From an optimization exercise on the open Yosys and OpenROAD flow, aimed at a short achievable clock period and few clock cycles; shortcuts taken in it are not production practice. Only simulation tests tie the RTL to the original design; equivalence was not proved.

==> flow/design.v <==
package cpuPkg;
	localparam int wordW = 16;
	localparam int opW = 5;
	localparam int regSelW = 3;
	localparam int numRegs = 8;
	localparam int immW = 8;
	localparam int labelW = 11;
	localparam int imemDepth = 64;
	localparam int dmemDepth = 64;
	localparam int memAddrW = 6;
	localparam logic [memAddrW-1:0] spReset = 6'd63;  
	localparam logic [opW-1:0] opPush = 5'b00000;
	localparam logic [opW-1:0] opPop  = 5'b00001;
	localparam logic [opW-1:0] opAdd  = 5'b00010;
	localparam logic [opW-1:0] opOr   = 5'b00011;
	localparam logic [opW-1:0] opNot  = 5'b00100;
	localparam logic [opW-1:0] opNeg  = 5'b00101;
	localparam logic [opW-1:0] opInc  = 5'b00110;
	localparam logic [opW-1:0] opDec  = 5'b00111;
	localparam logic [opW-1:0] opCall = 5'b01000;
	localparam logic [opW-1:0] opRet  = 5'b01001;
	localparam logic [opW-1:0] opLdi  = 5'b01010;
	localparam logic [3:0] ccAlways = 4'd0;
	localparam logic [3:0] ccZ  = 4'd1;
	localparam logic [3:0] ccNz = 4'd2;
	localparam logic [3:0] ccC  = 4'd3;
	localparam logic [3:0] ccNc = 4'd4;
	localparam logic [3:0] ccS  = 4'd5;
	localparam logic [3:0] ccNs = 4'd6;
	localparam logic [3:0] ccV  = 4'd7;
	localparam logic [3:0] ccNv = 4'd8;
	localparam logic [2:0] passX = 3'd0;
	localparam logic [2:0] add   = 3'd1;
	localparam logic [2:0] orOp  = 3'd2;
	localparam logic [2:0] notX  = 3'd3;
	localparam logic [2:0] negX  = 3'd4;
	localparam logic [2:0] incX  = 3'd5;
	localparam logic [2:0] decX  = 3'd6;
	localparam logic [1:0] pcNext  = 2'd0;
	localparam logic [1:0] pcLabel = 2'd1;
	localparam logic [1:0] pcStack = 2'd2;
	localparam int flagZ = 3;
	localparam int flagC = 2;
	localparam int flagS = 1;
	localparam int flagV = 0;
endpackage
`timescale 1ns/1ps
import cpuPkg::*;
module cpuTop (
	input  logic ldSig,
	input  logic resetN,
	input  logic run,
	input  logic progWe,
	input  logic [5:0] progAddr,
	input  logic [15:0] progData,
	output logic [15:0] pc,
	output logic memWe,
	output logic [5:0] memAddr,
	output logic [15:0] memWdata,
	output logic [3:0] flags  
);
	logic [wordW-1:0] imem [imemDepth];
	logic [wordW-1:0] dmem [dmemDepth];
	logic [wordW-1:0] regQ [numRegs];
	logic [wordW-1:0] ir;            
	logic [wordW-1:0] regOut;        
	logic [wordW-1:0] wdQ;           
	logic wePend;                    
	logic needFetch;                 
	logic [memAddrW-1:0] fetchA;     
	logic [wordW-1:0] tos;           
	logic [memAddrW-1:0] sp;
	logic [memAddrW-1:0] spUp2;      
	logic [opW-1:0] op;
	logic [regSelW-1:0] rSel;
	logic isBranch, isPush, isPop, isCall, isRet, isLdi, isAlu, wrReg;
	logic condTrue;
	logic takeLabel;
	assign op = ir[15:11];
	assign rSel = ir[10:8];
	assign isBranch = op[opW-1];
	assign isPush = (op == opPush);
	assign isPop = (op == opPop);
	assign isCall = (op == opCall);
	assign isRet = (op == opRet);
	assign isLdi = (op == opLdi);
	assign isAlu = (op >= opAdd) && (op <= opDec);
	assign wrReg = isPop || isLdi || isAlu;
	always_comb begin
		case (op[3:0])
			ccAlways: condTrue = 1'b1;
			ccZ:      condTrue = flags[flagZ];
			ccNz:     condTrue = !flags[flagZ];
			ccC:      condTrue = flags[flagC];
			ccNc:     condTrue = !flags[flagC];
			ccS:      condTrue = flags[flagS];
			ccNs:     condTrue = !flags[flagS];
			ccV:      condTrue = flags[flagV];
			ccNv:     condTrue = !flags[flagV];
			default:  condTrue = 1'b0;
		endcase
	end
	assign takeLabel = isCall || (isBranch && condTrue);
	logic [wordW-1:0] aluZ;
	logic aluC, aluV;
	logic [wordW:0] addW;
	logic [wordW-1:0] negR, incR, decR;
	assign addW = {1'b0, tos} + {1'b0, regOut};
	assign negR = '0 - tos;
	assign incR = tos + 1'b1;
	assign decR = tos - 1'b1;
	always_comb begin
		aluZ = addW[wordW-1:0];
		aluC = 1'b0;
		aluV = 1'b0;
		case (op)
			opAdd: begin
				aluZ = addW[wordW-1:0];
				aluC = addW[wordW];
				aluV = (tos[15] == regOut[15]) && (addW[15] != tos[15]);
			end
			opOr:  aluZ = tos | regOut;
			opNot: aluZ = ~tos;
			opNeg: begin
				aluZ = negR;
				aluC = (tos != '0);
				aluV = (tos == 16'h8000);
			end
			opInc: begin
				aluZ = incR;
				aluC = (tos == 16'hffff);
				aluV = (tos == 16'h7fff);
			end
			default: begin  
				aluZ = decR;
				aluC = (tos == '0);
				aluV = (tos == 16'h8000);
			end
		endcase
	end
	logic [wordW-1:0] wData;
	assign wData = isPop ? tos :
		isLdi ? {{(wordW-immW){1'b0}}, ir[immW-1:0]} : aluZ;
	logic [wordW-1:0] pcInc;
	assign pcInc = pc + 1'b1;
	assign memWe = run & wePend;
	assign memAddr = sp;
	assign memWdata = wdQ;
	always_ff @(posedge ldSig) begin
		if (isPush || isCall)
			dmem[sp] <= isCall ? pcInc : regOut;
	end
	always_ff @(posedge ldSig) begin
		if (progWe)
			imem[progAddr] <= progData;
	end
	logic [wordW-1:0] irSeq, irLabel, irRet, irHold, irNext;
	assign irSeq = imem[fetchA];
	assign irLabel = imem[ir[memAddrW-1:0]];
	assign irRet = imem[tos[memAddrW-1:0]];
	assign irHold = (progWe && progAddr == pc[memAddrW-1:0]) ? progData :
		needFetch ? irSeq : ir;
	logic [wordW-1:0] rHold, rLabel, rRet, rSeq, regSel;
	logic fwdLabel, fwdRet, fwdSeq, fwdSel;
	assign rHold = regQ[irHold[10:8]];
	assign rLabel = regQ[irLabel[10:8]];
	assign rRet = regQ[irRet[10:8]];
	assign rSeq = regQ[irSeq[10:8]];
	assign fwdLabel = (irLabel[10:8] == rSel);
	assign fwdRet = (irRet[10:8] == rSel);
	assign fwdSeq = (irSeq[10:8] == rSel);
	logic [wordW-1:0] pcNext, pcNextInc;
	logic [labelW:0] labelInc;
	logic [wordW-1:0] tosInc, pcInc2;
	assign labelInc = {1'b0, ir[labelW-1:0]} + 1'b1;
	assign tosInc = tos + 1'b1;
	assign pcInc2 = pc + 2'd2;
	always_comb begin
		if (!run) begin
			irNext = irHold;
			regSel = rHold;
			fwdSel = 1'b0;  
			pcNext = pc;
			pcNextInc = pcInc;
		end else if (takeLabel) begin
			irNext = irLabel;
			regSel = rLabel;
			fwdSel = fwdLabel;
			pcNext = {{(wordW-labelW){1'b0}}, ir[labelW-1:0]};
			pcNextInc = {{(wordW-labelW-1){1'b0}}, labelInc};
		end else if (isRet) begin
			irNext = irRet;
			regSel = rRet;
			fwdSel = fwdRet;
			pcNext = tos;
			pcNextInc = tosInc;
		end else begin
			irNext = irSeq;
			regSel = rSeq;
			fwdSel = fwdSeq;
			pcNext = pcInc;
			pcNextInc = pcInc2;
		end
	end
	logic [wordW-1:0] regOutNext;
	logic isCallNext;
	assign isCallNext = (irNext[15:11] == opCall);
	assign regOutNext = (wrReg && fwdSel) ? wData : regSel;
	always_ff @(posedge ldSig) begin
		ir <= irNext;
		regOut <= regOutNext;
		wdQ <= isCallNext ? pcNextInc : regOutNext;
	end
	always_ff @(posedge ldSig or negedge resetN) begin
		if (!resetN) begin
			wePend <= 1'b0;
			needFetch <= 1'b1;
			fetchA <= '0;
		end else begin
			wePend <= (irNext[15:11] == opPush) || isCallNext;
			needFetch <= 1'b0;
			if (run || needFetch)
				fetchA <= pcNextInc[memAddrW-1:0];
		end
	end
	always_ff @(posedge ldSig or negedge resetN) begin
		if (!resetN) begin
			pc <= '0;
			sp <= spReset;
			spUp2 <= spReset + 2'd2;
			flags <= '0;
			tos <= '0;
		end else if (run) begin
			pc <= pcNext;
			if (isPush || isCall) begin
				sp <= sp - 1'b1;
				spUp2 <= spUp2 - 1'b1;
			end else if (isPop || isRet) begin
				sp <= sp + 1'b1;
				spUp2 <= spUp2 + 1'b1;
			end
			if (isAlu)
				flags <= {aluZ == '0, aluC, aluZ[wordW-1], aluV};
			if (isPush || isCall)
				tos <= wdQ;
			else if (isPop || isRet)
				tos <= dmem[spUp2];
		end
	end
	for (genvar i = 0; i < numRegs; i++) begin : gReg
		always_ff @(posedge ldSig or negedge resetN) begin
			if (!resetN)
				regQ[i] <= '0;
			else if (run && wrReg && rSel == i)
				regQ[i] <= wData;
		end
	end
endmodule
==> flow/config.mk <==
export PLATFORM = sky130hd
export DESIGN_NAME = cpuTop
export DESIGN_NICKNAME = cpuTop
export VERILOG_FILES = /design/flow/design.v
export SDC_FILE = /design/flow/constraint.sdc
export NUM_CORES = 4
export LEC_CHECK = 0
export ABC_CLOCK_PERIOD_IN_PS = 3000
export CAP_MARGIN = 20
export CORE_MARGIN = 2
export CORE_UTILIZATION = 40
export SLEW_MARGIN = 20
export TNS_END_PERCENT = 100
==> flow/constraint.sdc <==
create_clock -name core_clock -period 11.0 [get_ports {ldSig}]
set_input_delay 2.2000 -clock core_clock [delete_from_list [all_inputs] [get_ports {ldSig}]]
set_output_delay 2.2000 -clock core_clock [all_outputs]
set_load 0.01 [all_outputs]
standard.sh (not shown) runs the stock make flow with config.mk's settings and CLKGATE_MAP_FILE= SYNTH_SCRIPT=/design/flow/synth_recipe.tcl, a recipe that flattens the netlist after the stock synthesis.
==> flow/flow/run.sh <==
#!/bin/bash
set -euo pipefail
bash standard.sh SETUP_SLACK_MARGIN=7 'PLACE_PINS_ARGS=-group_pins {run memWe}' finish > flow_make.log 2>&1
Testbench counts at the start, summed over its fixed seeds: cycles 52,802.
Change:
--- a/flow/design.v
+++ b/flow/design.v
@@ -147,7 +147,7 @@
 	assign memAddr = sp;
 	assign memWdata = wdQ;
 	always_ff @(posedge ldSig) begin
-		if (isPush || isCall)
+		if (wePend)
 			dmem[sp] <= isCall ? pcInc : regOut;
 	end
 	always_ff @(posedge ldSig) begin
The new run finished clean.
Wire length drops slightly.
Utilization drops by 0.14 points.
Setup slack improved by 52 ps.
Sequential cell count does not change.
Clock-buffer cell count drops by 13.
Global-route usage drops by 0.17 points.
Testbench counts after the change, summed over its fixed seeds: cycles 52,802.

[port drivers added, routing unchanged]
The results above use ideal ports. As a check the final layouts listed here were re-extracted and re-timed, cells and wires unchanged. Step 1 (the two cells are an assumption about what drives the block):
set clk [get_ports {ldSig}]
set_driving_cell -lib_cell sky130_fd_sc_hd__clkbuf_16 $clk
set_driving_cell -lib_cell sky130_fd_sc_hd__buf_2 [delete_from_list [all_inputs] $clk]
Step 2 times the ports against the registers' clock, not the clock port: input delays grow and output delays shrink by t, the midpoint of the rising clock arrivals with the driver on. Three values: ideal ports, drivers, drivers and shift; two values: the first two.
run	t (ns)	setup slack, ns	clock arrival spread, ns	slew at the worst register clock pin (ns)
the first run	0.978	6.213 / 6.102 / 5.781	0.126 / 0.126	0.07 / 0.07
the second run	0.986	6.265 / 6.223 / 5.643	0.109 / 0.109	0.07 / 0.07
After both steps setup and hold are still met in every run listed. For the second run, which loses most, drivers alone change the setup slack by -0.042 ns; drivers and shift together by -0.622 ns.
